This design comes from an exercise in tuning for small area, a short achievable clock period and few clock cycles on the open sky130 flow, not from production work.
Where RTL was checked, it was by simulation tests only, not by an equivalence proof against the original.
Only the layout flow was run in runs 3 to 6; the RTL was not checked for function there.
Power is estimated from default activity; no workload was simulated.

$ cat flow/design.v
`timescale 1ns / 1ps
package clc_pkg;
    localparam int SAMPLE_W   = 16;
    localparam int CUR_W      = 16;
    localparam int STATUS_W   = 3;
    localparam int CFG_IDX_W  = 2;
    localparam int TDATA_IN_W = 16;
    localparam int TDATA_OUT_W = 8;
    localparam int MAX_SAMPLES_DEF = 1024;
    localparam int TOP_COUNT_DEF   = 3;
    localparam int QUEUE_DEPTH     = 2;
    localparam logic [CUR_W-1:0] RATED_RESET = 16'd1000;
    localparam logic [CUR_W-1:0] MINW_RESET  = 16'd200;
    localparam int OFF_LIMIT_MA = 100;
    localparam int OVER_NUM     = 5;
    localparam int OVER_DEN     = 4;
    localparam logic MODE_PEAK = 1'b0;
    localparam logic MODE_MEAN = 1'b1;
    typedef enum logic [STATUS_W-1:0] {
        ST_NORMAL  = 3'd0,
        ST_OVER    = 3'd1,
        ST_UNDER   = 3'd2,
        ST_OFF     = 3'd3,
        ST_INVALID = 3'd4
    } status_t;
    typedef enum logic [CFG_IDX_W-1:0] {
        CFG_RATED = 2'd0,
        CFG_MINW  = 2'd1,
        CFG_MODE  = 2'd2
    } cfg_index_t;
    function automatic integer cnt_width(input integer max_samples);
        cnt_width = $clog2(max_samples + 1);
    endfunction
    function automatic integer sum_width(input integer max_samples);
        sum_width = cnt_width(max_samples) + SAMPLE_W - 1;
    endfunction
    function automatic integer entry_width(input integer max_samples, input integer top_count);
        entry_width = sum_width(max_samples) + cnt_width(max_samples) + top_count * SAMPLE_W;
    endfunction
    function automatic logic [SAMPLE_W-1:0] mag16(input logic [SAMPLE_W-1:0] v);
        mag16 = v[SAMPLE_W-1] ? (~v + 1'b1) : v;
    endfunction
endpackage
`timescale 1ns / 1ps
module current_level_classifier #(
    parameter int MAX_SAMPLES = clc_pkg::MAX_SAMPLES_DEF,
    parameter int TOP_COUNT   = clc_pkg::TOP_COUNT_DEF
) (
    input  logic                              aclk,
    input  logic                              aresetn,
    input  logic                              s_tvalid,
    output logic                              s_tready,
    input  logic [clc_pkg::TDATA_IN_W-1:0]    s_tdata,    
    input  logic                              s_tuser,    
    input  logic                              s_tlast,
    output logic                              m_tvalid,
    input  logic                              m_tready,
    output logic [clc_pkg::TDATA_OUT_W-1:0]   m_tdata,    
    input  logic                              cfg_valid,
    output logic                              cfg_ready,
    input  logic [clc_pkg::CFG_IDX_W-1:0]     cfg_index,
    input  logic [clc_pkg::CUR_W-1:0]         cfg_data
);
    localparam bit IREG = 1'b1;
    logic [15:0] rated_reg, minw_reg;
    logic        mode_reg;
    assign cfg_ready = 1'b1;
    always_ff @(posedge aclk) begin
        if (!aresetn) begin
            rated_reg <= 16'd1000;
            minw_reg  <= 16'd200;
            mode_reg  <= 1'b0;
        end else if (cfg_valid) begin
            if (cfg_index == 2'd0) rated_reg <= cfg_data;
            if (cfg_index == 2'd1) minw_reg  <= cfg_data;
            if (cfg_index == 2'd2) mode_reg  <= cfg_data[0];
        end
    end
    wire peak = !mode_reg;
    logic        pend_reg;       
    logic        bv_reg;         
    logic        out_v_reg;
    logic [2:0]  out_st_reg;
    logic [10:0] cnt_reg;
    logic [53:0] acc_reg;
    wire out_acc = !out_v_reg || m_tready;
    wire b_free  = !bv_reg || out_acc;
    wire c_free  = peak ? b_free : (!pend_reg || out_acc);
    wire c_free_safe = peak ? (!bv_reg || !out_v_reg) : (!pend_reg || !out_v_reg);
    wire pend_go = pend_reg && c_free;
    logic        b_v;            
    logic [15:0] b_d;
    logic        b_u, b_l;
    generate
        if (IREG) begin : g_ireg
            logic        iv_reg, iu_reg, il_reg;
            logic [15:0] id_reg;
            assign s_tready = !iv_reg || c_free_safe;
            always_ff @(posedge aclk) begin
                if (!aresetn) begin
                    iv_reg <= 1'b0;
                end else if (s_tready) begin
                    iv_reg <= s_tvalid;
                end else if (c_free) begin
                    iv_reg <= 1'b0;
                end
            end
            always_ff @(posedge aclk) begin
                if (s_tready) begin
                    id_reg <= s_tdata;
                    iu_reg <= s_tuser;
                    il_reg <= s_tlast;
                end
            end
            assign b_v = iv_reg && c_free;
            assign b_d = id_reg;
            assign b_u = iu_reg;
            assign b_l = il_reg;
        end else begin : g_noireg
            assign s_tready = c_free_safe;
            assign b_v = s_tvalid && s_tready;
            assign b_d = s_tdata;
            assign b_u = s_tuser;
            assign b_l = s_tlast;
        end
    endgenerate
    wire [10:0] cb  = pend_reg ? 11'd0 : cnt_reg;    
    wire        add = b_v && b_u && !cb[10];
    wire signed [15:0] v  = b_d;
    wire        [14:0] vu = b_d[14:0] ^ {15{b_d[15]}};   
    wire               vs = b_d[15];
    wire signed [15:0] t0 = acc_reg[15:0];
    wire signed [15:0] t1 = acc_reg[31:16];
    wire signed [15:0] t2 = acc_reg[47:32];
    wire cb_ge1 = |cb;
    wire cb_ge2 = |cb[10:1];
    wire cb_ge3 = (|cb[10:2]) | (&cb[1:0]);
    wire ge0 = cb_ge1 && (t0 >= v);
    wire ge1 = cb_ge2 && (t1 >= v);
    wire ge2 = cb_ge3 && (t2 >= v);
    wire hold2 = ge2 || !cb_ge2;
    wire [15:0] t0_ins = ge0 ? t0 : v;
    wire [15:0] t1_ins = ge1 ? t1 : (ge0 ? v : t0);
    wire [15:0] t2_ins = hold2 ? t2 : (ge1 ? v : t1);
    wire [26:0] dr = acc_reg[26:0];
    wire [26:0] dm = acc_reg[53:27];
    wire        first = !cb_ge1;
    logic [5:0] cyr_reg, cym_reg;
    logic [26:0] dr_ins, dm_ins;
    logic [5:0]  cyr_ins, cym_ins;
    clc_csacc u_accr (.d(dr), .cy(cyr_reg), .first(first), .vu(vu), .vs(vs),
                      .cur(rated_reg), .d_new(dr_ins), .cy_new(cyr_ins));
    clc_csacc u_accm (.d(dm), .cy(cym_reg), .first(first), .vu(vu), .vs(vs),
                      .cur(minw_reg), .d_new(dm_ins), .cy_new(cym_ins));
    always_ff @(posedge aclk) begin
        if (add && !peak) begin
            cyr_reg <= cyr_ins;
            cym_reg <= cym_ins;
        end
    end
    wire dr_neg, dm_neg;
    clc_cssign u_sgnr (.d(dr), .cy(cyr_reg), .neg(dr_neg));
    clc_cssign u_sgnm (.d(dm), .cy(cym_reg), .neg(dm_neg));
    wire n_ge2 = |cnt_reg[10:1];
    wire n_ge3 = (|cnt_reg[10:2]) | (&cnt_reg[1:0]);
    wire [1:0]  k_c = n_ge3 ? 2'd3 : cnt_reg[1:0];
    wire        s0 = t0[15];
    wire        s1 = t1[15] & n_ge2;
    wire        s2 = t2[15] & n_ge3;
    wire [14:0] x0 = t0[14:0] ^ {15{s0}};
    wire [14:0] x1 = (t1[14:0] ^ {15{t1[15]}}) & {15{n_ge2}};
    wire [14:0] x2 = (t2[14:0] ^ {15{t2[15]}}) & {15{n_ge3}};
    wire [17:0] tsum = {3'd0, x0} + {3'd0, x1} + {3'd0, x2}
                     + {17'd0, s0} + {17'd0, s1} + {17'd0, s2};
    logic [53:0] acc_next;
    always_comb begin
        acc_next = acc_reg;
        if (peak) begin
            if (add) begin
                acc_next[15:0]  = t0_ins;
                acc_next[31:16] = t1_ins;
                acc_next[47:32] = t2_ins;
            end
            if (pend_go) begin
                acc_next[49:32] = tsum;
                acc_next[51:50] = k_c;
            end
        end else if (add) begin
            acc_next[26:0]  = dr_ins;
            acc_next[53:27] = dm_ins;
        end
    end
    always_ff @(posedge aclk) begin
        acc_reg <= acc_next;
    end
    always_ff @(posedge aclk) begin
        if (!aresetn) begin
            cnt_reg  <= 11'd0;
            pend_reg <= 1'b0;
        end else if (!pend_reg || pend_go) begin
            cnt_reg  <= cb + {10'd0, add};
            pend_reg <= b_v && b_l;
        end
    end
    logic [2:0] st_mean;
    always_comb begin
        if (cnt_reg == 11'd0)   st_mean = 3'd4;
        else if (!dr_neg)       st_mean = 3'd1;
        else if (!dm_neg)       st_mean = 3'd0;
        else                    st_mean = 3'd2;
    end
    wire [17:0] tb_t = acc_reg[49:32];
    wire [1:0]  tb_k = acc_reg[51:50];
    wire [21:0] d_over  = {2'd0, tb_t, 2'b00} + {4'd0, tb_t}
                        - (tb_k[0] ? {4'd0, rated_reg, 2'b00} : 22'd0)
                        - (tb_k[1] ? {3'd0, rated_reg, 3'b000} : 22'd0);
    wire [19:0] d_under = {2'd0, tb_t}
                        - (tb_k[0] ? {4'd0, minw_reg} : 20'd0)
                        - (tb_k[1] ? {3'd0, minw_reg, 1'b0} : 20'd0);
    wire        is_off  = (tb_k == 2'd1) ? (tb_t <= 18'd100) :
                          (tb_k == 2'd2) ? (tb_t <= 18'd200) : (tb_t <= 18'd300);
    logic [2:0] st_peak;
    always_comb begin
        if (rated_reg == 16'd0 || tb_k == 2'd0)        st_peak = 3'd4;
        else if (!d_over[21])                          st_peak = 3'd1;
        else if (is_off)                               st_peak = 3'd3;
        else if (d_under[19])                          st_peak = 3'd2;
        else                                           st_peak = 3'd0;
    end
    always_ff @(posedge aclk) begin
        if (!aresetn) begin
            bv_reg <= 1'b0;
        end else if (b_free) begin
            bv_reg <= peak && pend_go;
        end
    end
    always_ff @(posedge aclk) begin
        if (!aresetn) begin
            out_v_reg <= 1'b0;
        end else if (out_acc) begin
            out_v_reg <= peak ? bv_reg : pend_reg;
        end
    end
    always_ff @(posedge aclk) begin
        if (out_acc) begin
            out_st_reg <= peak ? st_peak : st_mean;
        end
    end
    assign m_tvalid = out_v_reg;
    assign m_tdata  = {5'd0, out_st_reg};
endmodule
module clc_csacc (
    input  logic [26:0] d,
    input  logic [5:0]  cy,
    input  logic        first,
    input  logic [14:0] vu,        
    input  logic        vs,
    input  logic [15:0] cur,
    output logic [26:0] d_new,
    output logic [5:0]  cy_new
);
    logic [26:0] a, b, s;
    logic [27:0] c;
    logic        k;
    always_comb begin
        a = first ? 27'd0 : d;
        b = {11'h7ff, ~cur};
        c[0] = vs;
        for (int i = 0; i < 27; i++) begin
            logic x;
            x = (i < 15) ? vu[i] : 1'b0;
            s[i]   = a[i] ^ b[i] ^ x;
            c[i+1] = (a[i] & b[i]) | (a[i] & x) | (b[i] & x);
        end
        k = 1'b1;
        for (int i = 0; i < 27; i++) begin
            if (i > 0 && i % 4 == 0) begin
                cy_new[i/4 - 1] = k;
                k = first ? 1'b0 : cy[i/4 - 1];
            end
            d_new[i] = s[i] ^ c[i] ^ k;
            k = (s[i] & c[i]) | (s[i] & k) | (c[i] & k);
        end
    end
endmodule
module clc_cssign (
    input  logic [26:0] d,
    input  logic [5:0]  cy,
    output logic        neg
);
    logic       r;
    logic [4:0] t;
    logic [3:0] u;
    always_comb begin
        r = 1'b0;
        for (int j = 1; j < 6; j++) begin
            t = {1'b0, d[4*j +: 4]} + {4'd0, cy[j-1]} + {4'd0, r};
            r = t[4];
        end
        u = {1'b0, d[26:24]} + {3'd0, cy[5]} + {3'd0, r};
        neg = u[2];
    end
endmodule
$ cat flow/run.sh
#!/bin/bash
# synth_recipe.tcl (not shown) runs the flow's synth.tcl, then flattens the netlist and writes it again
# the make line also repeats each setting of config.mk as NAME=value (left out here)
make -C /OpenROAD-flow-scripts/flow DESIGN_CONFIG=/design/flow/config.mk WORK_HOME=/design/flow/orfs CLKGATE_MAP_FILE= SYNTH_SCRIPT=/design/flow/synth_recipe.tcl finish
$ cat flow/config.mk
export PLATFORM = sky130hd
export DESIGN_NAME = current_level_classifier
export DESIGN_NICKNAME = current_level_classifier
export VERILOG_FILES = /design/flow/design.v
export SDC_FILE = /design/flow/constraint.sdc
export NUM_CORES = 4
export LEC_CHECK = 0
export CAP_MARGIN = 20
export CORE_MARGIN = 2
export CORE_UTILIZATION = 40
export SLEW_MARGIN = 20
$ cat flow/constraint.sdc
create_clock -name core_clock -period 6.5 [get_ports {aclk}]
set_input_delay 1.3000 -clock core_clock [delete_from_list [all_inputs] [get_ports {aclk}]]
set_output_delay 1.3000 -clock core_clock [all_outputs]
set_load 0.01 [all_outputs]
==> results of run 1 <==
[area by class of cell]
| class | instances | area share |
|---|---|---|
| timing repair buffer | 66 | 0.0389 |
| inverter | 140 | 0.0336 |
| sequential | 135 | 0.229 |
| multi-input combinational | 1188 | 0.624 |
| tap | 455 | 0.0364 |
| clock buffer | 23 | 0.0313 |
| clock inverter | 9 | 0.00705 |
[how the worst max path moves through the flow]
stage | from | slack [ps] | end | cells after the start
final | cnt_reg[4] | 1490 | acc_reg[42] | 12
after global routing | cnt_reg[5] | 1350 | acc_reg[38] | 12
after CTS | cnt_reg[4] | 1570 | acc_reg[42] | 12
after detailed placement | cnt_reg[4] | 1600 | acc_reg[38] | 12
after global placement | cnt_reg[4] | 1660 | acc_reg[38] | 12
after floorplan | acc_reg[31] | 2120 | out_st_reg[1] | 25
[per-layer routing]
layer,up-vias,wire length [µm]
met5,-,0
met4,0,1970
met3,106,3560
met2,548,19400
met1,5533,18800
li1,5255,-
[power by group through the flow]
stage	Combinational, mW	Clock [mW]	Sequential [mW]
after floorplan	0.436	0	0.992
after global placement	0.596	0	1.03
after detailed placement	0.614	0	1.03
after CTS	0.622	1.02	1.01
after global routing	0.707	1.05	1.01
final	0.625	1.01	1.01
[through the flow]
stage | hold slack [ps] | utilization | setup slack, ps | power [mW] | cells
2_1_floorplan | 452 | - | 2120 | 1.43 | 1528
3_3_place_gp | 467 | 0.434 | 1660 | 1.63 | 1984
3_5_place_dp | 481 | 0.434 | 1600 | 1.64 | 1984
4_1_cts | 489 | 0.451 | 1570 | 2.65 | 2016
5_1_grt | 527 | 0.451 | 1350 | 2.77 | 2016
6_report | 480 | 0.451 | 1490 | 2.65 | 2016
[worst max-delay path, cell delays in order, from the launching register on]
cell and delay, ps:
dfxtp_1 340, nor4_1 340, nand3_1 360, o21a_1 340, or2_2 600, and2_1 320, fa_1 480, fa_1 450
fa_1 390, fa_1 420, fa_1 460, nand2_1 90, o221ai_1 110
[cells in the final DEF (no fill, tap or decap), types with 8 or more instances in the layout]
cell and instances:
o22ai_1 9, fa_1 128, o21ai_1 18, a21o_1 16
edfxtp_1 87, o211ai_1 13, nor2b_1 15, buf_4 21
o21ai_0 47, nor3_1 15, o21bai_1 8, a211oi_1 8
a21oi_1 68, clkbuf_16 18, and2_1 50, xnor2_1 38
nor4_1 16, nand4_1 10, clkdlybuf4s50_1 45, inv_1 140
mux2i_1 44, nor2_1 57, nand2_1 252, ha_1 148
a21boi_0 29, dfxtp_1 47, and3_1 9, nand3_1 41
xor2_1 51, o21a_1 16
[cell families after synthesis]
| logic type | share of synthesized area |
|---|---|
| muxes | 0.0320 |
| adders and majority gates | 0.313 |
| AOI/OAI and AO/OA | 0.124 |
| xor gates and xnor gates | 0.0552 |
| other | 0.000532 |
| buffers and inverters | 0.0581 |
| DFF | 0.253 |
| and+or+nand+nor | 0.165 |
==> flow_summary_export.csv, run 1 <==
group,metric,value,unit
outcome,outcome,"complete, no violations",
timing,final_max_slew_viol_count,0,
pwr,internal-power,1.83,mW
run,number_of_max_capacitance_violations_reported,0,
global_route,grt-ovfl-total,0,
synthesis,synth_most_common_cell,"nand2_1",
routing,antenna_left,0,
worst_setup_path,critPathArrivalTime,5160,ps
hold_path,worst_hold_path_type,"reg -> reg",
clock_network,cts_buffers,17,
timing,achievable-frequency,0.200,GHz
clock_network,ctsRootBufferMaster,"clkbuf_16",
final_layout,share_of_final_layout_standard_cells_stronger_than_drive_strength_1,0.0397,
final_layout,diodes,0,
floorplanning,boundaryPins,52,
clock_network,cts_post_setup_buffers_inserted,0,
worst_setup_path,worstPathRequired,6650,ps
final_layout,area_of_the_multi_input_gates,9750,µm²
synthesis,yosys_warnings,3,
synthesis,seq_area_frac_synth,0.253,
timing,rsz0062_at_grt,"no",
final_layout,finish.net_count,1865,
clock_network,clock-sinks,135,
timing,setup_viol,0,
pwr,cellPowerDensity,170,nW/µm²
routing,totalWireLength,43.7,mm
global_route,grt_antenna_before_repair,0,
clock_network,cts-root-to-sink-buffers,2,
pwr,worst_ir_drop_vdd,0.167,mV
hold_path,whs_endpoint,"bv_reg",
global_route,track_usage,0.244,
routing,detailroute.via_count,11400,
worst_setup_path,worst_r2r_path_depth,12,
pwr,leakage,6.66,nW
global_route,grt_use_met2,0.377,
hold_path,min_path_cells,2,
clock_network,postCtsHoldBufs,0,
clock_network,cts_tree,"yes",
placed_design,io_buffers,45,
synthesis,synth.top_cells.by_count,"nand2_1, ha_1, inv_1, fa_1, edfxtp_1",
synthesis,ys_ff_latch,135,
timing,slew_of_the_pin_with_the_lowest_slew_margin,1080,ps
placed_design,finalWeightedCongestion,0.918,
synthesis,synth-async-reset-ratio,0,
floorplanning,die_width,192,µm
floorplanning,initial_core_util,0.408,
timing,fin_crit,5010,ps
timing,finalSetupTns,0,ps
global_route,pin_count_of_the_biggest_net_entering_global_routing,49,
clock_network,htree_num_levels,4,
synthesis,synth-edff-count,87,
hold_path,hold_start,"bv_reg",
final_layout,syn_to_final_growth,10.7,%
global_route,global_route_wire_length_before_repair,66.5,mm
synthesis,yosys.cell_types.count,69,
clock_network,clock_network_latency_to_the_later_pin_of_the_worst_skew_pair,440,ps
synthesis,ys.flop_type,"edfxtp_1",
synthesis,mappedNetlistArea,14100,µm²
pwr,net-switching-power,0.820,mW
routing,routed_via_density,5.68,
routing,drc,0,
worst_setup_path,reg2reg_from,"cnt_reg[4]",
synthesis,postSynthAreaPerCell,9.26,µm²
synthesis,synth_top_area_cell,"edfxtp_1",
timing,timing_hold_violations_final,0,
routing,first_pass_iters,5,
final_layout,design_area_final,15600,µm²
final_layout,layout.filler_cells,3304,
floorplanning,die_area,36800,µm²
timing,max-slew-margin-rel,0.278,
worst_setup_path,cp_max_fo,46,
routing,average_wire_per_cell_in_the_routed_design,21.7,µm
placed_design,place.detailed.hpwl,34.2,mm
worst_setup_path,reg2reg_setup_slack,1490,ps
pwr,power.switching_fraction,0.309,
pwr,power_frac_clock,0.382,
global_route,groute.layer.met1.usage,0.336,
placed_design,dpl_cell_area,15000,µm²
synthesis,synthesis.instances,1524,
pwr,combinational_share_of_power,0.236,
worst_setup_path,worstSetupStartpointType,"register",
synthesis,synth.top_cells.by_area,"edfxtp_1, fa_1, ha_1, dfxtp_1, nand2_1",
routing,drt_iter0_markers,981,
floorplanning,number_of_cell_rows,68,
timing,finalCritPeriodShare,0.770,
floorplanning,die_h,192,µm
final_layout,sequential_cell_area,3570,µm²
clock_network,cts-resized-gates,0,
timing,clock_skew,8.89,ps
global_route,grt-busiest-layer,"met2",
final_layout,largest_register_ff_count,54,
clock_network,clk_slew_on_worst_s_h_paths,60,ps
floorplanning,core_area,34600,µm²
global_route,grt_pass1_vias,11200,
synthesis,synth_top_area_frac,0.185,
global_route,global_route.usage.met3,0.0365,
worst_setup_path,crit_path_end_kind,"register",
pwr,power_frac_seq,0.382,
worst_setup_path,reg2reg_end,"acc_reg[42]",
worst_setup_path,path_class,"reg -> reg",
Testbench counts, summed over its fixed seeds: cycles 36,491.
==> inputs of run 2 (changes only) <==
--- a/flow/config.mk
+++ b/flow/config.mk
@@ -9,3 +9,4 @@
 export CORE_MARGIN = 2
 export CORE_UTILIZATION = 40
+export SETUP_SLACK_MARGIN = 2.7
 export SLEW_MARGIN = 20
==> flow_summary_export.csv, run 2 <==
group,metric,value,unit
outcome,outcome,"complete, no violations",
synthesis,ys.flop_type,"edfxtp_1",
final_layout,mostFrequentLayoutCells,"nand2_1, ha_1, inv_1",
pwr,cellPowerDensity,161,nW/µm²
synthesis,combinational_family_with_the_most_area_after_synthesis,"adder cells",
timing,rsz0062_at_grt,"yes",
floorplanning,die_area,36800,µm²
clock_network,clock_network_latency_to_the_later_pin_of_the_worst_skew_pair,450,ps
global_route,pin_count_of_the_biggest_net_entering_global_routing,72,
routing,average_wire_per_cell_in_the_routed_design,23.1,µm
placed_design,finalWeightedCongestion,0.952,
worst_setup_path,reg2reg_setup_slack,2310,ps
timing,finalSetupTns,0,ps
worst_setup_path,crit_family,"simple AND/OR/NAND/NOR gates",
worst_setup_path,critPathBufInv,2,
global_route,grt_antenna_before_repair,1,
synthesis,synthMuxAreaShare,0.0320,
synthesis,synth_top_area_frac,0.185,
routing,drt_iter0_markers,1194,
synthesis,synthSimpleGateAreaFrac,0.165,
clock_network,clock-sinks,135,
clock_network,ctsRootBufferMaster,"clkbuf_16",
timing,fin_crit,4190,ps
routing,totalWireLength,48.4,mm
pwr,worst_ir_drop_vdd,0.167,mV
global_route,track_usage,0.269,
final_layout,syn_to_final_growth,20.4,%
pwr,net-switching-power,0.891,mW
routing,drc,0,
timing,slew_of_the_pin_with_the_lowest_slew_margin,997,ps
worst_setup_path,reg2reg_from,"cnt_reg[5]",
placed_design,dpl_cell_area,15200,µm²
timing,final_max_slew_viol_count,0,
synthesis,yosys.cell_types.count,69,
synthesis,ys_ff_latch,135,
final_layout,layout_commonest_cell,"nand2_1",
clock_network,cts_buffers,17,
clock_network,clk_slew_on_worst_s_h_paths,70,ps
final_layout,post_layout_nonfiller_instances,2092,
worst_setup_path,critPathMaxStageDelay,430,ps
worst_setup_path,cp_max_fo,5,
synthesis,mappedNetlistArea,14100,µm²
worst_setup_path,critical_path.startpoint,"cnt_reg[5]",
floorplanning,initial_core_util,0.408,
placed_design,place.detailed.hpwl,35.5,mm
worst_setup_path,worstPathRequired,6660,ps
timing,max-slew-margin-rel,0.330,
global_route,grt-ovfl-total,0,
timing,hold-worst-slack,497,ps
run,number_of_max_capacitance_violations_reported,0,
worst_setup_path,critPathArrivalTime,4350,ps
pwr,combinational_share_of_power,0.264,
floorplanning,die_h,192,µm
final_layout,share_of_final_layout_standard_cells_stronger_than_drive_strength_1,0.173,
pwr,internal-power,1.85,mW
routing,detailroute.via_count,11900,
placed_design,place.detailed.instances,1987,
pwr,power.switching_fraction,0.325,
floorplanning,boundaryPins,52,
timing,setup_viol,0,
synthesis,synth.top_cells.by_area,"edfxtp_1, fa_1, ha_1, dfxtp_1, nand2_1",
timing,achievable-frequency,0.238,GHz
floorplanning,core_area,34600,µm²
synthesis,synth_most_common_cell,"nand2_1",
synthesis,synth-edff-count,87,
synthesis,synth-xor-area-share,0.0552,
hold_path,worst_hold_path_type,"reg -> reg",
timing,finalWorstSetupSlack,2310,ps
synthesis,seq_area_frac_synth,0.253,
timing,timing_hold_violations_final,0,
synthesis,synthesis.instances,1524,
placed_design,dp_worst_setup_slack,1830,ps
final_layout,design_area_final,17000,µm²
clock_network,postCtsHoldBufs,0,
worst_setup_path,crit_path_end_kind,"register",
worst_setup_path,worstSetupStartpointType,"register",
final_layout,finish.net_count,1941,
hold_path,hold_start,"bv_reg",
timing,finalCritPeriodShare,0.645,
worst_setup_path,path_class,"reg -> reg",
synthesis,synth_adder_area_share,0.313,
pwr,power_frac_seq,0.364,
clock_network,cts-root-to-sink-buffers,2,
synthesis,synth_compound_area_frac,0.124,
timing,clock_skew,10.7,ps
final_layout,largest_register_ff_count,54,
floorplanning,number_of_cell_rows,68,
clock_network,htree_num_levels,4,
synthesis,synth-async-reset-ratio,0,
synthesis,synth_top_area_cell,"edfxtp_1",
final_layout,diodes,0,
pwr,power_frac_clock,0.372,
worst_setup_path,timing.critical_path.cells,"nor4_4 -> nand3_2 -> buf_6 -> a21o_4 -> nand2_2 -> fa_1 -> inv_2 -> ha_4 -> ha_4 -> a21o_1 -> or3_4 -> o2111ai_4 -> a21oi_2 -> o21a_1 -> or3_1 -> a21oi_2 -> a221oi_2",
routing,first_pass_iters,6,
synthesis,synth.top_cells.by_count,"nand2_1, ha_1, inv_1, fa_1, edfxtp_1",
synthesis,yosys_warnings,3,
global_route,grt_pass1_vias,12000,
pwr,leakage,7.17,nW
synthesis,postSynthAreaPerCell,9.26,µm²
global_route,global_route_wire_length_before_repair,72.6,mm
clock_network,cts_tree,"yes",
worst_setup_path,worst_path_max_delay_cell,"fa_1",
placed_design,io_buffers,45,
floorplanning,die_width,192,µm
routing,antenna_left,0,
routing,routed_via_density,5.70,
run 2: cell counts after synthesis:
No cell type changed its count.
run 2: worst min-delay path: cells and delay by family, from the launching register on:
kind | cells | cell delay [ps]
AOI/OAI and AO/OA | 1 | 70
DFF | 1 | 320
and+or+nand+nor | 1 | 60
run 2: timing repair:
item	4_1_cts	5_1_grt
gates resized for setup	94	58
endpoints found under the setup margin	81	56
pin swaps	47	30
cloned	7	1
buffers inserted	48	17
run 2: cell families after synthesis:
logic type                 after synthesis
AOI/OAI and AO/OA                      271
and+or+nand+nor                        501
DFF                                    135
adders and majority gates              276
xor gates and xnor gates                89
other                                    2
buffers and inverters                  205
muxes                                   45
run 2: stage by stage:
step                       util  power, mW
final                     0.491       2.74
after global routing      0.491       2.85
after CTS                 0.480       2.70
after detailed placement  0.438       1.66
after global placement    0.438       1.65
after floorplan               -       1.44
run 2: area by class of cell:
type | count | area, µm²
clock buffer | 19 | 475
timing repair buffer | 136 | 1260
multi-input combinational | 1194 | 10400
fill | 3186 | 17600
clock inverter | 13 | 130
sequential | 135 | 3580
tap | 455 | 569
inverter | 140 | 526
run 2: final timing paths:
path | to | depth (start not counted)
hold reg to reg | bv_reg | 2
setup reg to reg | acc_reg[44] | 17
setup / recovery | acc_reg[44] | 17
hold / removal | bv_reg | 2
run 2: power by group through the flow:
| stage | Sequential [mW] | Combinational, mW | Clock, mW |
|---|---|---|---|
| 2_1_floorplan | 0.992 | 0.450 | 0 |
| 3_3_place_gp | 1.02 | 0.625 | 0 |
| 3_5_place_dp | 1.02 | 0.636 | 0 |
| 4_1_cts | 0.997 | 0.685 | 1.02 |
| 5_1_grt | 1.00 | 0.802 | 1.05 |
| 6_report | 0.999 | 0.723 | 1.02 |
run 2: routing by layer:
metal	GRT usage	up-vias	wire (µm)
met5	0	-	7
met4	0.112	2	1900
met3	0.0543	111	4900
met2	0.412	629	21600
met1	0.370	5769	20000
li1	-	5417	-
==> inputs of run 3 (changes only) <==
--- a/flow/design.v
+++ b/flow/design.v
@@ -212,10 +212,28 @@
     wire [17:0] tb_t = acc_reg[49:32];
     wire [1:0]  tb_k = acc_reg[51:50];
-    wire [21:0] d_over  = {2'd0, tb_t, 2'b00} + {4'd0, tb_t}
-                        - (tb_k[0] ? {4'd0, rated_reg, 2'b00} : 22'd0)
-                        - (tb_k[1] ? {3'd0, rated_reg, 3'b000} : 22'd0);
-    wire [19:0] d_under = {2'd0, tb_t}
-                        - (tb_k[0] ? {4'd0, minw_reg} : 20'd0)
-                        - (tb_k[1] ? {3'd0, minw_reg, 1'b0} : 20'd0);
+    logic [21:0] xa, xb, xc, xd, xs1, xc1, xs2, xc2;
+    logic [19:0] ya, yb, yc, ys1, yc1;
+    logic        kx, ky, x_neg, y_neg;
+    always_comb begin
+        xa  = {2'd0, tb_t, 2'b00};
+        xb  = {4'd0, tb_t};
+        xc  = ~(tb_k[0] ? {4'd0, rated_reg, 2'b00} : 22'd0);
+        xd  = ~(tb_k[1] ? {3'd0, rated_reg, 3'b000} : 22'd0);
+        xs1 = xa ^ xb ^ xc;
+        xc1 = {(xa[20:0] & xb[20:0]) | (xa[20:0] & xc[20:0]) | (xb[20:0] & xc[20:0]), 1'b1};
+        xs2 = xs1 ^ xc1 ^ xd;
+        xc2 = {(xs1[20:0] & xc1[20:0]) | (xs1[20:0] & xd[20:0]) | (xc1[20:0] & xd[20:0]), 1'b0};
+        kx  = 1'b1;
+        for (int i = 0; i < 21; i++) kx = (xs2[i] & xc2[i]) | (kx & (xs2[i] | xc2[i]));
+        x_neg = xs2[21] ^ xc2[21] ^ kx;
+        ya  = {2'd0, tb_t};
+        yb  = ~(tb_k[0] ? {4'd0, minw_reg} : 20'd0);
+        yc  = ~(tb_k[1] ? {3'd0, minw_reg, 1'b0} : 20'd0);
+        ys1 = ya ^ yb ^ yc;
+        yc1 = {(ya[18:0] & yb[18:0]) | (ya[18:0] & yc[18:0]) | (yb[18:0] & yc[18:0]), 1'b1};
+        ky  = 1'b1;
+        for (int i = 0; i < 19; i++) ky = (ys1[i] & yc1[i]) | (ky & (ys1[i] | yc1[i]));
+        y_neg = ys1[19] ^ yc1[19] ^ ky;
+    end
     wire        is_off  = (tb_k == 2'd1) ? (tb_t <= 18'd100) :
                           (tb_k == 2'd2) ? (tb_t <= 18'd200) : (tb_t <= 18'd300);
@@ -223,7 +241,7 @@
     always_comb begin
         if (rated_reg == 16'd0 || tb_k == 2'd0)        st_peak = 3'd4;
-        else if (!d_over[21])                          st_peak = 3'd1;
+        else if (!x_neg)                          st_peak = 3'd1;
         else if (is_off)                               st_peak = 3'd3;
-        else if (d_under[19])                          st_peak = 3'd2;
+        else if (y_neg)                          st_peak = 3'd2;
         else                                           st_peak = 3'd0;
     end
==> flow_summary_export.csv, run 3 <==
group,metric,value,unit
outcome,outcome,"complete, no violations",
worst_setup_path,critPathArrivalTime,4350,ps
global_route,grt-ovfl-total,0,
clock_network,htree_num_levels,4,
synthesis,synth-edff-count,87,
placed_design,place.detailed.hpwl,32.2,mm
synthesis,seq_area_frac_synth,0.262,
placed_design,io_buffers,45,
routing,antenna_left,0,
synthesis,synth.top_cells.by_area,"fa_1, edfxtp_1, ha_1, nand2_1, dfxtp_1",
run,number_of_max_capacitance_violations_reported,0,
floorplanning,number_of_cell_rows,67,
final_layout,layout_commonest_cell,"nand2_1",
global_route,pin_count_of_the_biggest_net_entering_global_routing,49,
pwr,cellPowerDensity,164,nW/µm²
hold_path,worst_hold_path_type,"reg -> reg",
worst_setup_path,worstSetupStartpointType,"register",
synthesis,synth-async-reset-ratio,0,
routing,detailroute.via_count,11400,
final_layout,diodes,0,
global_route,global_route_wire_length_before_repair,69.2,mm
final_layout,finish.net_count,1846,
synthesis,synth_top_area_frac,0.210,
clock_network,ctsRootBufferMaster,"clkbuf_16",
worst_setup_path,cp_max_fo,5,
final_layout,design_area_final,16700,µm²
clock_network,cts_buffers,17,
timing,achievable-frequency,0.246,GHz
floorplanning,die_width,189,µm
timing,hold-worst-slack,509,ps
timing,setup_viol,0,
timing,finalSetupTns,0,ps
synthesis,synthesis.instances,1466,
timing,timing_hold_violations_final,0,
placed_design,finalWeightedCongestion,0.942,
timing,final_max_slew_viol_count,0,
routing,average_wire_per_cell_in_the_routed_design,22.5,µm
routing,first_pass_iters,5,
clock_network,cts-root-to-sink-buffers,2,
final_layout,share_of_final_layout_standard_cells_stronger_than_drive_strength_1,0.191,
final_layout,mostFrequentLayoutCells,"nand2_1, inv_1, fa_1",
floorplanning,initial_core_util,0.407,
routing,totalWireLength,45.6,mm
timing,fin_crit,4060,ps
synthesis,yosys.cell_types.count,77,
final_layout,syn_to_final_growth,22.1,%
worst_setup_path,path_class,"reg -> reg",
global_route,grt_antenna_before_repair,0,
synthesis,synth.top_cells.by_count,"nand2_1, fa_1, inv_1, ha_1, edfxtp_1",
clock_network,clk_slew_on_worst_s_h_paths,70,ps
routing,drt_iter0_markers,1174,
pwr,worst_ir_drop_vdd,0.159,mV
synthesis,postSynthAreaPerCell,9.31,µm²
placed_design,dpl_cell_area,14600,µm²
synthesis,ys.flop_type,"edfxtp_1",
timing,finalCritPeriodShare,0.624,
worst_setup_path,worstPathRequired,6790,ps
synthesis,ys_ff_latch,135,
clock_network,clock-sinks,135,
floorplanning,die_area,35600,µm²
global_route,grt_pass1_vias,11400,
clock_network,cts_tree,"yes",
synthesis,yosys_warnings,3,
routing,drc,0,
synthesis,mappedNetlistArea,13600,µm²
timing,clock_skew,26.5,ps
pwr,leakage,6.66,nW
synthesis,synth_top_area_cell,"fa_1",
worst_setup_path,crit_path_end_kind,"register",
synthesis,synth_most_common_cell,"nand2_1",
routing,routed_via_density,5.62,
clock_network,postCtsHoldBufs,0,
timing,slew_of_the_pin_with_the_lowest_slew_margin,1180,ps
floorplanning,boundaryPins,52,
clock_network,clock_network_latency_to_the_later_pin_of_the_worst_skew_pair,450,ps
timing,max-slew-margin-rel,0.205,
floorplanning,die_h,189,µm
final_layout,largest_register_ff_count,54,
global_route,track_usage,0.260,
floorplanning,core_area,33500,µm²
timing,rsz0062_at_grt,"yes",
run 3: changes by cell type after synthesis, sizes merged, moves of 10 or more:
cell / previous run / this run
xnor2: 38 / 28
a221oi: 3 / 16
a22oi: 2 / 14
o21ai: 66 / 25
fa: 128 / 143
a21oi: 68 / 50
mux2i: 44 / 15
ha: 148 / 103
nand2: 252 / 271
run 3: through the flow:
step	utilization	power (mW)	std cells	setup WS, ps
finish	0.497	2.73	2020	2440
global placement	0.434	1.61	1910	1510
global route	0.497	2.84	2020	2270
floorplan	-	1.42	1470	2390
CTS	0.485	2.69	2002	2380
detailed placement	0.434	1.63	1910	1400
run 3: area by class of cell:
type | instances | area [µm²]
clock buffers | 20 | 479
clock inverters | 12 | 113
fillers | 3139 | 16900
inverters | 140 | 526
multi-input cells | 1126 | 10100
flip-flops and latches | 135 | 3590
well taps | 448 | 561
repair buffers | 139 | 1330
run 3: layer usage:
| layer | track usage | vias to the layer above | part of all wire |
|---|---|---|---|
| li1 | - | 5147 | - |
| met1 | 0.357 | 5652 | 0.42 |
| met2 | 0.406 | 466 | 0.45 |
| met3 | 0.0464 | 88 | 0.084 |
| met4 | 0.109 | 0 | 0.042 |
| met5 | 0 | - | 0 |
run 3: worst paths after layout:
kind,cells after the start,slack (ps),start,endpoint
max reg2reg,14,2440,cnt_reg[5],acc_reg[38]
max,14,2440,cnt_reg[5],acc_reg[38]
min,2,510,minw_reg[15],minw_reg[15]
min reg2reg,2,510,minw_reg[15],minw_reg[15]
run 3: timing repair:
action	CTS	global route
gates cloned	7	0
pin swaps	55	55
setup buffers	53	18
setup endpoints to repair	89	44
gates resized for setup	129	65
run 3: logic make-up after synthesis:
kind of cell,count (synthesis),synth area share
AO/OA/AOI/OAI,240,0.124
XOR/XNOR,78,0.0501
adder cells (fa/ha/maj),249,0.307
buffers and inverters,213,0.0630
flip-flops,135,0.262
multiplexers,18,0.0138
other,2,0.000550
AND/OR/NAND/NOR,531,0.180
run 3: worst max-delay path, cell delays in order (launching register included):
cell and delay [ps]:
dfxtp_4 360, nor4_4 260, nand3_2 130, or2_4 320, nor2_4 130, nor2_4 80
buf_12 160, and2_4 150, fa_1 500, fa_2 360, fa_2 350, fa_2 350
fa_2 520, nor2_1 50, a221oi_2 180
run 3: power breakdown:
part / internal [mW] / switching [mW]
combinational: 0.320 / 0.398
sequential: 0.949 / 0.0521
clock: 0.578 / 0.429
==> inputs of run 4 (changes only) <==
--- a/flow/design.v
+++ b/flow/design.v
@@ -126,5 +126,5 @@
     endgenerate
     wire [10:0] cb  = pend_reg ? 11'd0 : cnt_reg;    
-    wire        add = b_v && b_u && !cb[10];
+    wire        add = b_v && b_u && !(cnt_reg[10] && !pend_reg);
     wire signed [15:0] v  = b_d;
     wire        [14:0] vu = b_d[14:0] ^ {15{b_d[15]}};   
@@ -133,7 +133,8 @@
     wire signed [15:0] t1 = acc_reg[31:16];
     wire signed [15:0] t2 = acc_reg[47:32];
-    wire cb_ge1 = |cb;
-    wire cb_ge2 = |cb[10:1];
-    wire cb_ge3 = (|cb[10:2]) | (&cb[1:0]);
+    logic f1_reg, f2_reg, f3_reg;
+    wire cb_ge1 = !pend_reg && f1_reg;
+    wire cb_ge2 = !pend_reg && f2_reg;
+    wire cb_ge3 = !pend_reg && f3_reg;
     wire ge0 = cb_ge1 && (t0 >= v);
     wire ge1 = cb_ge2 && (t1 >= v);
@@ -162,7 +163,7 @@
     clc_cssign u_sgnr (.d(dr), .cy(cyr_reg), .neg(dr_neg));
     clc_cssign u_sgnm (.d(dm), .cy(cym_reg), .neg(dm_neg));
-    wire n_ge2 = |cnt_reg[10:1];
-    wire n_ge3 = (|cnt_reg[10:2]) | (&cnt_reg[1:0]);
-    wire [1:0]  k_c = n_ge3 ? 2'd3 : cnt_reg[1:0];
+    wire n_ge2 = f2_reg;
+    wire n_ge3 = f3_reg;
+    wire [1:0]  k_c = f3_reg ? 2'd3 : {f2_reg, f1_reg && !f2_reg};
     wire        s0 = t0[15];
     wire        s1 = t1[15] & n_ge2;
@@ -197,7 +198,13 @@
         if (!aresetn) begin
             cnt_reg  <= 11'd0;
+            f1_reg   <= 1'b0;
+            f2_reg   <= 1'b0;
+            f3_reg   <= 1'b0;
             pend_reg <= 1'b0;
         end else if (!pend_reg || pend_go) begin
             cnt_reg  <= cb + {10'd0, add};
+            f1_reg   <= cb_ge1 || add;
+            f2_reg   <= cb_ge2 || (cb_ge1 && add);
+            f3_reg   <= cb_ge3 || (cb_ge2 && add);
             pend_reg <= b_v && b_l;
         end
@@ -205,5 +212,5 @@
     logic [2:0] st_mean;
     always_comb begin
-        if (cnt_reg == 11'd0)   st_mean = 3'd4;
+        if (!f1_reg)            st_mean = 3'd4;
         else if (!dr_neg)       st_mean = 3'd1;
         else if (!dm_neg)       st_mean = 3'd0;
@@ -307,15 +314,14 @@
     output logic        neg
 );
-    logic       r;
-    logic [4:0] t;
-    logic [3:0] u;
+    logic r, inc1, inc2;
     always_comb begin
         r = 1'b0;
         for (int j = 1; j < 6; j++) begin
-            t = {1'b0, d[4*j +: 4]} + {4'd0, cy[j-1]} + {4'd0, r};
-            r = t[4];
+            r = ((&d[4*j +: 4]) & (cy[j-1] | r))
+              | ((d[4*j +: 4] == 4'd14) & cy[j-1] & r);
         end
-        u = {1'b0, d[26:24]} + {3'd0, cy[5]} + {3'd0, r};
-        neg = u[2];
+        inc1 = cy[5] ^ r;     
+        inc2 = cy[5] & r;     
+        neg = d[26] ^ ((&d[25:24] & (inc1 | inc2)) | (d[25] & !d[24] & inc2));
     end
 endmodule
--- a/flow/config.mk
+++ b/flow/config.mk
@@ -9,4 +9,4 @@
 export CORE_MARGIN = 2
 export CORE_UTILIZATION = 40
-export SETUP_SLACK_MARGIN = 2.7
+export SETUP_SLACK_MARGIN = 3.3
 export SLEW_MARGIN = 20
==> flow_summary_export.csv, run 4 <==
group,metric,value,unit
pwr,cellPowerDensity,163,nW/µm²
final_layout,sequential_cell_area,3640,µm²
timing,achievable-frequency,0.258,GHz
final_layout,share_of_final_layout_standard_cells_stronger_than_drive_strength_1,0.185,
floorplanning,core_area,34500,µm²
floorplanning,number_of_cell_rows,68,
final_layout,area_of_the_multi_input_gates,9970,µm²
floorplanning,initial_core_util,0.405,
worst_setup_path,worst_path_max_delay_cell,"dfxtp_4",
routing,antenna_left,0,
routing,drc,0,
final_layout,layout.filler_cells,3173,
clock_network,postCtsHoldBufs,0,
synthesis,synth.top_cells.by_count,"nand2_1, inv_1, fa_1, ha_1, edfxtp_1",
synthesis,synth-edff-count,87,
pwr,power.switching_fraction,0.315,
run,number_of_max_capacitance_violations_reported,0,
outcome,outcome,"complete, no violations",
clock_network,clock_network_latency_to_the_later_pin_of_the_worst_skew_pair,440,ps
timing,hold-worst-slack,449,ps
synthesis,mappedNetlistArea,13900,µm²
floorplanning,die_area,36400,µm²
global_route,track_usage,0.266,
worst_setup_path,critPathBufInv,2,
final_layout,finish.net_count,1938,
clock_network,clk_slew_on_worst_s_h_paths,60,ps
synthesis,yosys_warnings,3,
pwr,worst_ir_drop_vdd,0.193,mV
synthesis,postSynthAreaPerCell,9.14,µm²
global_route,pin_count_of_the_biggest_net_entering_global_routing,60,
global_route,grt_pass1_vias,11800,
routing,detailroute.via_count,12000,
clock_network,clock-sinks,138,
worst_setup_path,path_class,"reg -> out",
final_layout,syn_to_final_growth,23.9,%
placed_design,io_buffers,45,
pwr,combinational_share_of_power,0.258,
global_route,global_route_wire_length_before_repair,71.3,mm
final_layout,mostFrequentLayoutCells,"nand2_1, inv_1, fa_1, buf_4, edfxtp_1",
timing,rsz0062_at_grt,"yes",
routing,average_wire_per_cell_in_the_routed_design,22.4,µm
synthesis,synth.top_cells.by_area,"fa_1, edfxtp_1, ha_1, dfxtp_1, nand2_1",
worst_setup_path,crit_family,"buffers and inverters",
worst_setup_path,timing.critical_path.cells,"mux2_2 -> nand3_1 -> buf_4 -> clkdlybuf4s50_1",
timing,final_max_slew_viol_count,0,
placed_design,place.detailed.hpwl,32.8,mm
worst_setup_path,critPathArrivalTime,2580,ps
worst_setup_path,critPathMaxStageDelay,770,ps
routing,drt_iter0_markers,1410,
synthesis,seq_area_frac_synth,0.261,
clock_network,cts_tree,"yes",
timing,setup_viol,0,
hold_path,worst_hold_path_type,"reg -> reg",
timing,slew_of_the_pin_with_the_lowest_slew_margin,792,ps
final_layout,diodes,0,
timing,finalSetupTns,0,ps
global_route,grt_antenna_before_repair,0,
routing,routed_via_density,5.65,
timing,fin_crit,3880,ps
clock_network,cts_buffers,17,
timing,clock_skew,11.5,ps
clock_network,cts-root-to-sink-buffers,2,
pwr,power_frac_seq,0.362,
final_layout,layout_commonest_cell,"nand2_1",
clock_network,htree_num_levels,4,
pwr,leakage,7.00,nW
synthesis,ys_ff_latch,138,
routing,totalWireLength,47.6,mm
synthesis,synthesis.instances,1525,
worst_setup_path,crit_path_end_kind,"output port",
synthesis,synth-async-reset-ratio,0,
placed_design,finalWeightedCongestion,0.978,
floorplanning,die_h,191,µm
synthesis,ys.flop_type,"edfxtp_1",
synthesis,synth_top_area_cell,"fa_1",
worst_setup_path,cp_max_fo,59,
timing,max-slew-margin-rel,0.471,
floorplanning,die_width,191,µm
synthesis,yosys.cell_types.count,75,
synthesis,synth_most_common_cell,"nand2_1",
clock_network,ctsRootBufferMaster,"clkbuf_16",
worst_setup_path,worstPathRequired,5200,ps
pwr,internal-power,1.93,mW
pwr,power_frac_clock,0.380,
global_route,grt-ovfl-total,0,
synthesis,synth_top_area_frac,0.205,
final_layout,largest_register_ff_count,54,
timing,timing_hold_violations_final,0,
pwr,net-switching-power,0.888,mW
routing,first_pass_iters,6,
timing,finalCritPeriodShare,0.597,
worst_setup_path,worstSetupStartpointType,"register",
floorplanning,boundaryPins,52,
## run 4: stage by stage
| step | cells | total power, mW | cell area (µm²) | util | worst slack [ps] |
|---|---|---|---|---|---|
| 2_1_floorplan | 1529 | 1.44 | 14300 | - | 2610 |
| 3_3_place_gp | 1969 | 1.63 | 15000 | 0.435 | 1950 |
| 3_5_place_dp | 1969 | 1.63 | 15000 | 0.435 | 2030 |
| 4_1_cts | 2082 | 2.76 | 16600 | 0.482 | 2570 |
| 5_1_grt | 2129 | 2.94 | 17300 | 0.502 | 2410 |
| 6_report | 2129 | 2.82 | 17300 | 0.502 | 2620 |
## run 4: what timing repair did
action / 4_1_cts / 5_1_grt
pin swaps: 22 / 63
resized for setup: 71 / 57
gates cloned: 4 / 6
buffers inserted: 77 / 41
setup endpoints to repair: 107 / 80
## run 4: final cells by class
type | count | area share
Clock buffer | 20 | 0.0278
Sequential cell | 138 | 0.211
Clock inverter | 12 | 0.00854
Timing Repair Buffer | 194 | 0.111
Tap cell | 455 | 0.0329
Multi-Input combinational cell | 1165 | 0.577
Inverter | 145 | 0.0315
## run 4: routing by layer
metal / wire (µm) / part of all wire / vias to the layer above / track usage
li1: - / - / 5439 / -
met5: 0 / 0 / - / 0
met3: 4400 / 0.092 / 139 / 0.0580
met4: 2350 / 0.049 / 0 / 0.119
met1: 20100 / 0.42 / 5809 / 0.365
met2: 20800 / 0.44 / 638 / 0.401
## run 4: power by group through the flow
stage | combinational, mW | clock (mW) | sequential [mW]
2_1_floorplan | 0.424 | 0 | 1.01
4_1_cts | 0.659 | 1.08 | 1.02
5_1_grt | 0.797 | 1.12 | 1.02
6_report | 0.726 | 1.07 | 1.02
3_5_place_dp | 0.577 | 0 | 1.06
3_3_place_gp | 0.571 | 0 | 1.06
## run 4: final timing paths
check,start,endpoint,slack [ps],cells after the start
setup reg to reg,acc_reg[18],acc_reg[47],2630,14
setup / recovery,mode_reg,s_tready,2620,4
hold / removal,cnt_reg[9],cnt_reg[9],450,1
hold reg to reg,cnt_reg[9],cnt_reg[9],450,1
## run 4: kinds of logic (layout without fill, tap and decap cells)
| kind of cell | Yosys count | count (layout) | share of synthesized area |
|---|---|---|---|
| AO/OA/AOI/OAI | 280 | 280 | 0.138 |
| adder cells (fa/ha/maj) | 245 | 245 | 0.295 |
| AND/OR/NAND/NOR | 532 | 533 | 0.176 |
| other | 2 | 6 | 0.000539 |
| buffers and inverters | 227 | 371 | 0.0641 |
| flip-flops | 138 | 138 | 0.261 |
| multiplexers | 21 | 21 | 0.0153 |
| XOR/XNOR | 80 | 80 | 0.0502 |
==> inputs of run 5 (changes only) <==
--- a/flow/design.v
+++ b/flow/design.v
@@ -85,7 +85,5 @@
     logic [53:0] acc_reg;
     wire out_acc = !out_v_reg || m_tready;
-    wire b_free  = !bv_reg || out_acc;
-    wire c_free  = peak ? b_free : (!pend_reg || out_acc);
-    wire c_free_safe = peak ? (!bv_reg || !out_v_reg) : (!pend_reg || !out_v_reg);
+    wire c_free  = peak ? (!bv_reg || !out_v_reg) : (!pend_reg || !out_v_reg);
     wire pend_go = pend_reg && c_free;
     logic        b_v;            
@@ -96,5 +94,5 @@
             logic        iv_reg, iu_reg, il_reg;
             logic [15:0] id_reg;
-            assign s_tready = !iv_reg || c_free_safe;
+            assign s_tready = !iv_reg || c_free;
             always_ff @(posedge aclk) begin
                 if (!aresetn) begin
@@ -102,6 +100,4 @@
                 end else if (s_tready) begin
                     iv_reg <= s_tvalid;
-                end else if (c_free) begin
-                    iv_reg <= 1'b0;
                 end
             end
@@ -118,5 +114,5 @@
             assign b_l = il_reg;
         end else begin : g_noireg
-            assign s_tready = c_free_safe;
+            assign s_tready = c_free;
             assign b_v = s_tvalid && s_tready;
             assign b_d = s_tdata;
@@ -130,18 +126,22 @@
     wire        [14:0] vu = b_d[14:0] ^ {15{b_d[15]}};   
     wire               vs = b_d[15];
-    wire signed [15:0] t0 = acc_reg[15:0];
-    wire signed [15:0] t1 = acc_reg[31:16];
-    wire signed [15:0] t2 = acc_reg[47:32];
+    wire [15:0] v_sm = {vs, vu};
+    wire [15:0] t0 = acc_reg[15:0];
+    wire [15:0] t1 = acc_reg[31:16];
+    wire [15:0] t2 = acc_reg[47:32];
+    wire signed [15:0] t0_raw = {t0[15], t0[14:0] ^ {15{t0[15]}}};
+    wire signed [15:0] t1_raw = {t1[15], t1[14:0] ^ {15{t1[15]}}};
+    wire signed [15:0] t2_raw = {t2[15], t2[14:0] ^ {15{t2[15]}}};
     logic f1_reg, f2_reg, f3_reg;
     wire cb_ge1 = !pend_reg && f1_reg;
     wire cb_ge2 = !pend_reg && f2_reg;
     wire cb_ge3 = !pend_reg && f3_reg;
-    wire ge0 = cb_ge1 && (t0 >= v);
-    wire ge1 = cb_ge2 && (t1 >= v);
-    wire ge2 = cb_ge3 && (t2 >= v);
+    wire ge0 = cb_ge1 && (t0_raw >= v);
+    wire ge1 = cb_ge2 && (t1_raw >= v);
+    wire ge2 = cb_ge3 && (t2_raw >= v);
     wire hold2 = ge2 || !cb_ge2;
-    wire [15:0] t0_ins = ge0 ? t0 : v;
-    wire [15:0] t1_ins = ge1 ? t1 : (ge0 ? v : t0);
-    wire [15:0] t2_ins = hold2 ? t2 : (ge1 ? v : t1);
+    wire [15:0] t0_ins = ge0 ? t0 : v_sm;
+    wire [15:0] t1_ins = ge1 ? t1 : (ge0 ? v_sm : t0);
+    wire [15:0] t2_ins = hold2 ? t2 : (ge1 ? v_sm : t1);
     wire [26:0] dr = acc_reg[26:0];
     wire [26:0] dm = acc_reg[53:27];
@@ -169,9 +169,12 @@
     wire        s1 = t1[15] & n_ge2;
     wire        s2 = t2[15] & n_ge3;
-    wire [14:0] x0 = t0[14:0] ^ {15{s0}};
-    wire [14:0] x1 = (t1[14:0] ^ {15{t1[15]}}) & {15{n_ge2}};
-    wire [14:0] x2 = (t2[14:0] ^ {15{t2[15]}}) & {15{n_ge3}};
-    wire [17:0] tsum = {3'd0, x0} + {3'd0, x1} + {3'd0, x2}
-                     + {17'd0, s0} + {17'd0, s1} + {17'd0, s2};
+    wire [17:0] x0 = {3'd0, t0[14:0]};
+    wire [17:0] x1 = {3'd0, t1[14:0] & {15{n_ge2}}};
+    wire [17:0] x2 = {3'd0, t2[14:0] & {15{n_ge3}}};
+    wire [17:0] ts1 = x0 ^ x1 ^ x2;
+    wire [17:0] tc1 = {(x0[16:0] & x1[16:0]) | (x0[16:0] & x2[16:0]) | (x1[16:0] & x2[16:0]), s0};
+    wire [17:0] ts2 = ts1 ^ tc1 ^ {17'd0, s1};
+    wire [17:0] tc2 = {(ts1[16:0] & tc1[16:0]) | (ts1[16:0] & {16'd0, s1}) | (tc1[16:0] & {16'd0, s1}), s2};
+    wire [17:0] tsum = ts2 + tc2;
     logic [53:0] acc_next;
     always_comb begin
@@ -256,6 +259,8 @@
         if (!aresetn) begin
             bv_reg <= 1'b0;
-        end else if (b_free) begin
-            bv_reg <= peak && pend_go;
+        end else if (peak && pend_go) begin
+            bv_reg <= 1'b1;
+        end else if (out_acc) begin
+            bv_reg <= 1'b0;
         end
     end
@@ -264,5 +269,5 @@
             out_v_reg <= 1'b0;
         end else if (out_acc) begin
-            out_v_reg <= peak ? bv_reg : pend_reg;
+            out_v_reg <= peak ? bv_reg : pend_go;
         end
     end
--- a/flow/config.mk
+++ b/flow/config.mk
@@ -9,4 +9,4 @@
 export CORE_MARGIN = 2
 export CORE_UTILIZATION = 40
-export SETUP_SLACK_MARGIN = 3.3
+export SETUP_SLACK_MARGIN = 2.5
 export SLEW_MARGIN = 20
==> flow_summary_export.csv, run 5 <==
group,metric,value,unit
synthesis,postSynthAreaPerCell,9.49,µm²
synthesis,synthesis.instances,1460,
routing,detailroute.via_count,11400,
run,number_of_max_capacitance_violations_reported,0,
final_layout,syn_to_final_growth,14.4,%
timing,slew_of_the_pin_with_the_lowest_slew_margin,1020,ps
routing,totalWireLength,44.9,mm
routing,antenna_left,0,
timing,setup_viol,0,
timing,max-slew-margin-rel,0.323,
final_layout,largest_register_ff_count,54,
final_layout,layout_commonest_cell,"nand2_1",
pwr,net-switching-power,0.879,mW
placed_design,dp_worst_setup_slack,1980,ps
floorplanning,boundaryPins,52,
global_route,pin_count_of_the_biggest_net_entering_global_routing,61,
hold_path,hold_start,"cnt_reg[2]",
final_layout,finish.net_count,1797,
synthesis,synth_most_common_cell,"nand2_1",
worst_setup_path,path_class,"reg -> reg",
global_route,grt_antenna_before_repair,0,
timing,finalWorstSetupSlack,2500,ps
worst_setup_path,critical_path.startpoint,"f3_reg",
timing,fin_crit,4000,ps
worst_setup_path,crit_path_end_kind,"register",
timing,rsz0062_at_grt,"yes",
synthesis,synth-edff-count,87,
synthesis,synth_top_area_cell,"fa_1",
routing,average_wire_per_cell_in_the_routed_design,22.6,µm
pwr,internal-power,1.80,mW
synthesis,synth.top_cells.by_count,"nand2_1, fa_1, inv_1, ha_1, edfxtp_1",
final_layout,share_of_final_layout_standard_cells_stronger_than_drive_strength_1,0.101,
outcome,outcome,"complete, no violations",
routing,first_pass_iters,6,
floorplanning,initial_core_util,0.404,
final_layout,layout.filler_cells,3202,
timing,timing_hold_violations_final,0,
global_route,grt_pass1_vias,11600,
worst_setup_path,worstSetupStartpointType,"register",
synthesis,synth-async-reset-ratio,0,
pwr,combinational_share_of_power,0.250,
synthesis,ys_ff_latch,138,
timing,clock_skew,12.7,ps
synthesis,seq_area_frac_synth,0.262,
synthesis,ys.flop_type,"edfxtp_1",
pwr,cellPowerDensity,169,nW/µm²
clock_network,ctsRootBufferMaster,"clkbuf_16",
synthesis,yosys_warnings,3,
floorplanning,number_of_cell_rows,68,
synthesis,mappedNetlistArea,13900,µm²
floorplanning,die_area,36100,µm²
routing,drc,0,
final_layout,mostFrequentLayoutCells,"nand2_1, fa_1, inv_1",
worst_setup_path,cp_max_fo,11,
placed_design,place.detailed.hpwl,32.6,mm
floorplanning,die_h,190,µm
floorplanning,die_width,190,µm
pwr,power.switching_fraction,0.329,
clock_network,postCtsHoldBufs,0,
clock_network,cts_buffers,17,
worst_setup_path,reg2reg_from,"f3_reg",
timing,achievable-frequency,0.250,GHz
final_layout,diodes,0,
floorplanning,core_area,34300,µm²
global_route,track_usage,0.254,
clock_network,clock-sinks,138,
timing,finalSetupTns,0,ps
placed_design,finalWeightedCongestion,0.977,
hold_path,worst_hold_path_type,"reg -> reg",
pwr,power_frac_seq,0.382,
routing,drt_iter0_markers,955,
pwr,worst_ir_drop_vdd,0.151,mV
clock_network,cts_tree,"yes",
worst_setup_path,critPathArrivalTime,4290,ps
synthesis,synth_top_area_frac,0.208,
worst_setup_path,worstPathRequired,6780,ps
clock_network,cts-root-to-sink-buffers,2,
clock_network,clock_network_latency_to_the_later_pin_of_the_worst_skew_pair,450,ps
synthesis,yosys.cell_types.count,69,
timing,final_max_slew_viol_count,0,
synthesis,synth.top_cells.by_area,"fa_1, edfxtp_1, ha_1, dfxtp_1, nand2_1",
placed_design,io_buffers,45,
global_route,global_route_wire_length_before_repair,68.6,mm
timing,finalCritPeriodShare,0.616,
global_route,grt-ovfl-total,0,
pwr,leakage,6.35,nW
routing,routed_via_density,5.76,
clock_network,clk_slew_on_worst_s_h_paths,70,ps
pwr,power_frac_clock,0.368,
clock_network,htree_num_levels,4,
worst_setup_path,reg2reg_setup_slack,2500,ps
## run 5: final timing paths
kind                                    end  cells past startpoint
worst max-delay path            acc_reg[46]                     18
worst min-delay path             cnt_reg[2]                      2
worst max register to register  acc_reg[46]                     18
worst min register to register   cnt_reg[2]                      2
## run 5: what timing repair did
action	CTS	global route
gates cloned	1	1
endpoints found under the setup margin	62	29
pin swaps	11	9
buffers inserted	29	9
gates resized for setup	20	15
## run 5: cells by family after synthesis
group / Yosys count / share of synthesized area
DFF: 138 / 0.262
AOI/OAI and AO/OA: 287 / 0.143
xor gates and xnor gates: 76 / 0.0480
other: 2 / 0.000542
and+or+nand+nor: 491 / 0.171
buffers and inverters: 192 / 0.0542
muxes: 32 / 0.0246
adders and majority gates: 242 / 0.296
## run 5: power groups by stage
stage          clock network [mW]  registers (mW)  logic, mW
5_1_grt                      1.02            1.03      0.742
6_report                    0.984            1.02      0.668
2_1_floorplan                   0            1.02      0.430
4_1_cts                     0.985            1.02      0.650
3_5_place_dp                    0            1.05      0.622
3_3_place_gp                    0            1.05      0.607
## run 5: per-stage QoR
step | cells | hold WS, ps | total power, mW | cell area, µm² | utilization
floorplan | 1464 | 423 | 1.45 | 13900 | -
global placement | 1915 | 445 | 1.66 | 14800 | 0.432
detailed placement | 1915 | 453 | 1.67 | 14800 | 0.432
CTS | 1977 | 467 | 2.66 | 15700 | 0.457
global route | 1987 | 492 | 2.79 | 15800 | 0.462
finish | 1987 | 459 | 2.67 | 15800 | 0.462
## run 5: area by class of cell
type	instances	area (µm²)	area share
multi-input combinational	1134	9630	0.607
sequential	138	3640	0.230
timing repair buffer	112	1010	0.0640
tap	455	569	0.0359
clock buffer	18	439	0.0277
inverter	116	438	0.0276
clock inverter	14	119	0.00750
## run 5: per-layer routing
| metal | up-vias | GRT usage | part of all wire |
|---|---|---|---|
| li1 | 5155 | - | - |
| met1 | 5644 | 0.330 | 0.42 |
| met2 | 505 | 0.397 | 0.45 |
| met3 | 143 | 0.0472 | 0.071 |
| met4 | 0 | 0.148 | 0.060 |
| met5 | - | 0 | 0 |
## run 5: critical path: stages (launching register included)
cell	delay (ps)
dfxtp_2	330
buf_6	140
and2_1	150
fa_1	500
inv_1	50
fa_1	420
inv_1	80
ha_2	170
inv_1	50
fa_2	340
nor2b_2	140
o21a_1	180
o2111ai_2	160
a21oi_2	160
o21ai_2	70
a211o_1	310
nand3b_1	190
a311o_1	280
o211ai_1	90
==> inputs of run 6 (changes only) <==
--- a/flow/config.mk
+++ b/flow/config.mk
@@ -9,4 +9,4 @@
 export CORE_MARGIN = 2
 export CORE_UTILIZATION = 40
-export SETUP_SLACK_MARGIN = 2.5
+export SETUP_SLACK_MARGIN = 3.5
 export SLEW_MARGIN = 20
==> flow_summary_export.csv, run 6 <==
group,metric,value,unit
outcome,outcome,"complete, no violations",
timing,final_max_slew_viol_count,0,
floorplanning,initial_core_util,0.404,
synthesis,postSynthAreaPerCell,9.49,µm²
synthesis,synth.top_cells.by_area,"fa_1, edfxtp_1, ha_1, dfxtp_1, nand2_1",
worst_setup_path,worst_path_max_delay_cell,"fa_1",
timing,setup_viol,0,
final_layout,finished_core_util,0.511,
worst_setup_path,crit_path_end_kind,"register",
final_layout,design_area_final,17500,µm²
run,number_of_max_capacitance_violations_reported,0,
global_route,track_usage,0.269,
timing,finalWorstSetupSlack,2590,ps
synthesis,mappedNetlistArea,13900,µm²
synthesis,synth_top_area_frac,0.208,
clock_network,htree_num_levels,4,
synthesis,synth.top_cells.by_count,"nand2_1, fa_1, inv_1, ha_1, edfxtp_1",
worst_setup_path,timing.critical_path.cells,"and2_4 -> fa_1 -> inv_1 -> fa_2 -> inv_2 -> ha_4 -> inv_2 -> fa_2 -> nor2b_2 -> o21a_1 -> o2111ai_2 -> a21oi_2 -> o21ai_2 -> a211o_1 -> nand3b_1 -> a311o_1 -> o211ai_1",
clock_network,clock_network_latency_to_the_later_pin_of_the_worst_skew_pair,450,ps
worst_setup_path,critPathBufInv,3,
placed_design,place.detailed.hpwl,33.0,mm
routing,first_pass_iters,5,
final_layout,diodes,0,
floorplanning,boundaryPins,52,
synthesis,synth_top_area_cell,"fa_1",
timing,slew_of_the_pin_with_the_lowest_slew_margin,1080,ps
routing,drt_iter0_markers,1186,
worst_setup_path,worstSetupStartpointType,"register",
clock_network,ctsRootBufferMaster,"clkbuf_16",
pwr,power.total,2.83,mW
final_layout,layout.filler_cells,3087,
global_route,grt_antenna_before_repair,0,
synthesis,synth-edff-count,87,
timing,finalCritPeriodShare,0.602,
timing,rsz0062_at_grt,"yes",
global_route,grt_pass1_vias,12000,
final_layout,finish.net_count,1881,
synthesis,synth-async-reset-ratio,0,
final_layout,share_of_final_layout_standard_cells_stronger_than_drive_strength_1,0.225,
pwr,cellPowerDensity,161,nW/µm²
routing,antenna_left,0,
timing,fin_crit,3910,ps
placed_design,place.detailed.instances,1910,
synthesis,seq_area_frac_synth,0.262,
synthesis,yosys.cell_types.count,69,
pwr,leakage,6.94,nW
global_route,global_route_wire_length_before_repair,72.4,mm
clock_network,postCtsHoldBufs,0,
global_route,pin_count_of_the_biggest_net_entering_global_routing,52,
final_layout,syn_to_final_growth,26.6,%
global_route,grt-ovfl-total,0,
clock_network,cts-root-to-sink-buffers,2,
placed_design,dp_worst_setup_slack,2170,ps
placed_design,io_buffers,45,
floorplanning,core_area,34300,µm²
timing,finalSetupTns,0,ps
synthesis,synth_most_common_cell,"nand2_1",
timing,clock_skew,14.8,ps
routing,totalWireLength,47.7,mm
floorplanning,die_area,36100,µm²
hold_path,worst_hold_path_type,"reg -> reg",
final_layout,mostFrequentLayoutCells,"nand2_1, inv_1, buf_4",
worst_setup_path,critPathArrivalTime,4190,ps
clock_network,clk_slew_on_worst_s_h_paths,70,ps
worst_setup_path,critPathMaxStageDelay,500,ps
synthesis,synthesis.instances,1460,
worst_setup_path,worstPathRequired,6780,ps
final_layout,largest_register_ff_count,54,
synthesis,ys_ff_latch,138,
timing,max-slew-margin-rel,0.275,
worst_setup_path,cp_max_fo,3,
synthesis,ys.flop_type,"edfxtp_1",
clock_network,cts_tree,"yes",
routing,detailroute.via_count,11900,
floorplanning,die_h,190,µm
timing,achievable-frequency,0.256,GHz
floorplanning,number_of_cell_rows,68,
placed_design,dpl_cell_area,15000,µm²
pwr,worst_ir_drop_vdd,0.152,mV
floorplanning,die_width,190,µm
placed_design,finalWeightedCongestion,0.923,
final_layout,post_layout_nonfiller_instances,2071,
routing,drc,0,
worst_setup_path,crit_family,"adder cells",
clock_network,clock-sinks,138,
routing,average_wire_per_cell_in_the_routed_design,23.0,µm
synthesis,yosys_warnings,3,
timing,hold-worst-slack,468,ps
final_layout,layout_commonest_cell,"nand2_1",
worst_setup_path,path_class,"reg -> reg",
routing,routed_via_density,5.76,
timing,timing_hold_violations_final,0,
clock_network,cts_buffers,17,
[run 6: cell counts after synthesis]
Identical to the previous run, type by type.
[run 6: path summary, 6_finish.rpt]
path,start,endpoint,slack [ps],cells after the start
hold reg to reg,cnt_reg[2],cnt_reg[2],470,2
setup / recovery,acc_reg[16],acc_reg[46],2590,17
hold / removal,cnt_reg[2],cnt_reg[2],470,2
setup reg to reg,acc_reg[16],acc_reg[46],2590,17
[run 6: cells by family after synthesis]
| kind of cell | count (synthesis) | share of synthesized area |
|---|---|---|
| other | 2 | 0.000542 |
| multiplexers | 32 | 0.0246 |
| XOR/XNOR | 76 | 0.0480 |
| AND/OR/NAND/NOR | 491 | 0.171 |
| buffers and inverters | 192 | 0.0542 |
| adder cells (fa/ha/maj) | 242 | 0.296 |
| AO/OA/AOI/OAI | 287 | 0.143 |
| flip-flops | 138 | 0.262 |
[run 6: report_power, final]
| group | internal (mW) | switching (mW) |
|---|---|---|
| Combinational | 0.387 | 0.436 |
| Sequential | 0.970 | 0.0503 |
| Clock | 0.539 | 0.448 |
[run 6: layout make-up]
type                    count  area, µm²  area share
clock buffers              19        443      0.0253
repair buffers            196       2050       0.117
flip-flops and latches    138       3650       0.208
clock inverters            13        119     0.00678
well taps                 455        569      0.0325
inverters                 116        449      0.0256
multi-input cells        1134      10300       0.585
[run 6: repair_timing]
action	in CTS	in global routing
pin swaps	41	40
buffers inserted	85	36
resized for setup	107	88
cloned	6	2
setup endpoints to repair	109	103
[run 6: worst min-delay path: stages, from the launching register on]
cell	delay (ps)
dfxtp_1	320
a21oi_1	40
nor2_1	70
[run 6: metal layers]
metal  GRT usage  share of wire  vias to the layer above
li1            -              -                     5331
met1       0.351           0.40                     5928
met2       0.436           0.47                      520
met3      0.0402          0.073                      145
met4       0.134          0.052                        0
met5           0              0                        -

## port drivers added, routing unchanged
No port has a modelled driver above. Below, the same layouts with a new extraction and two added sets of constraints.
Step 1: set_driving_cell puts a clkbuf_16 on aclk and a buf_2 on each other input, an assumption about the parent block.
Step 2 times the ports against the registers' clock, not the clock port: input delays grow and output delays shrink by t, the midpoint of the rising clock arrivals with the driver on.
Three values: ideal ports, drivers, drivers and shift; two values: the first two.
| run | t, ns | setup WS [ns] | worst setup path after step 2 |
|---|---|---|---|
| run 1 | 0.485 | 1.493 / 1.493 / 1.493 | register to register |
| run 2 | 0.494 | 2.307 / 2.307 / 2.307 | register to register |
| run 3 | 0.493 | 2.443 / 2.443 / 2.327 | input to register |
| run 4 | 0.489 | 2.620 / 2.565 / 2.628 | register to register |
| run 5 | 0.493 | 2.497 / 2.497 / 2.497 | register to register |
| run 6 | 0.491 | 2.586 / 2.586 / 2.586 | register to register |
After both steps setup and hold are still met in every run listed. For run 3, which loses most, drivers alone change the setup slack by 0.000 ns; drivers and shift together by -0.116 ns.
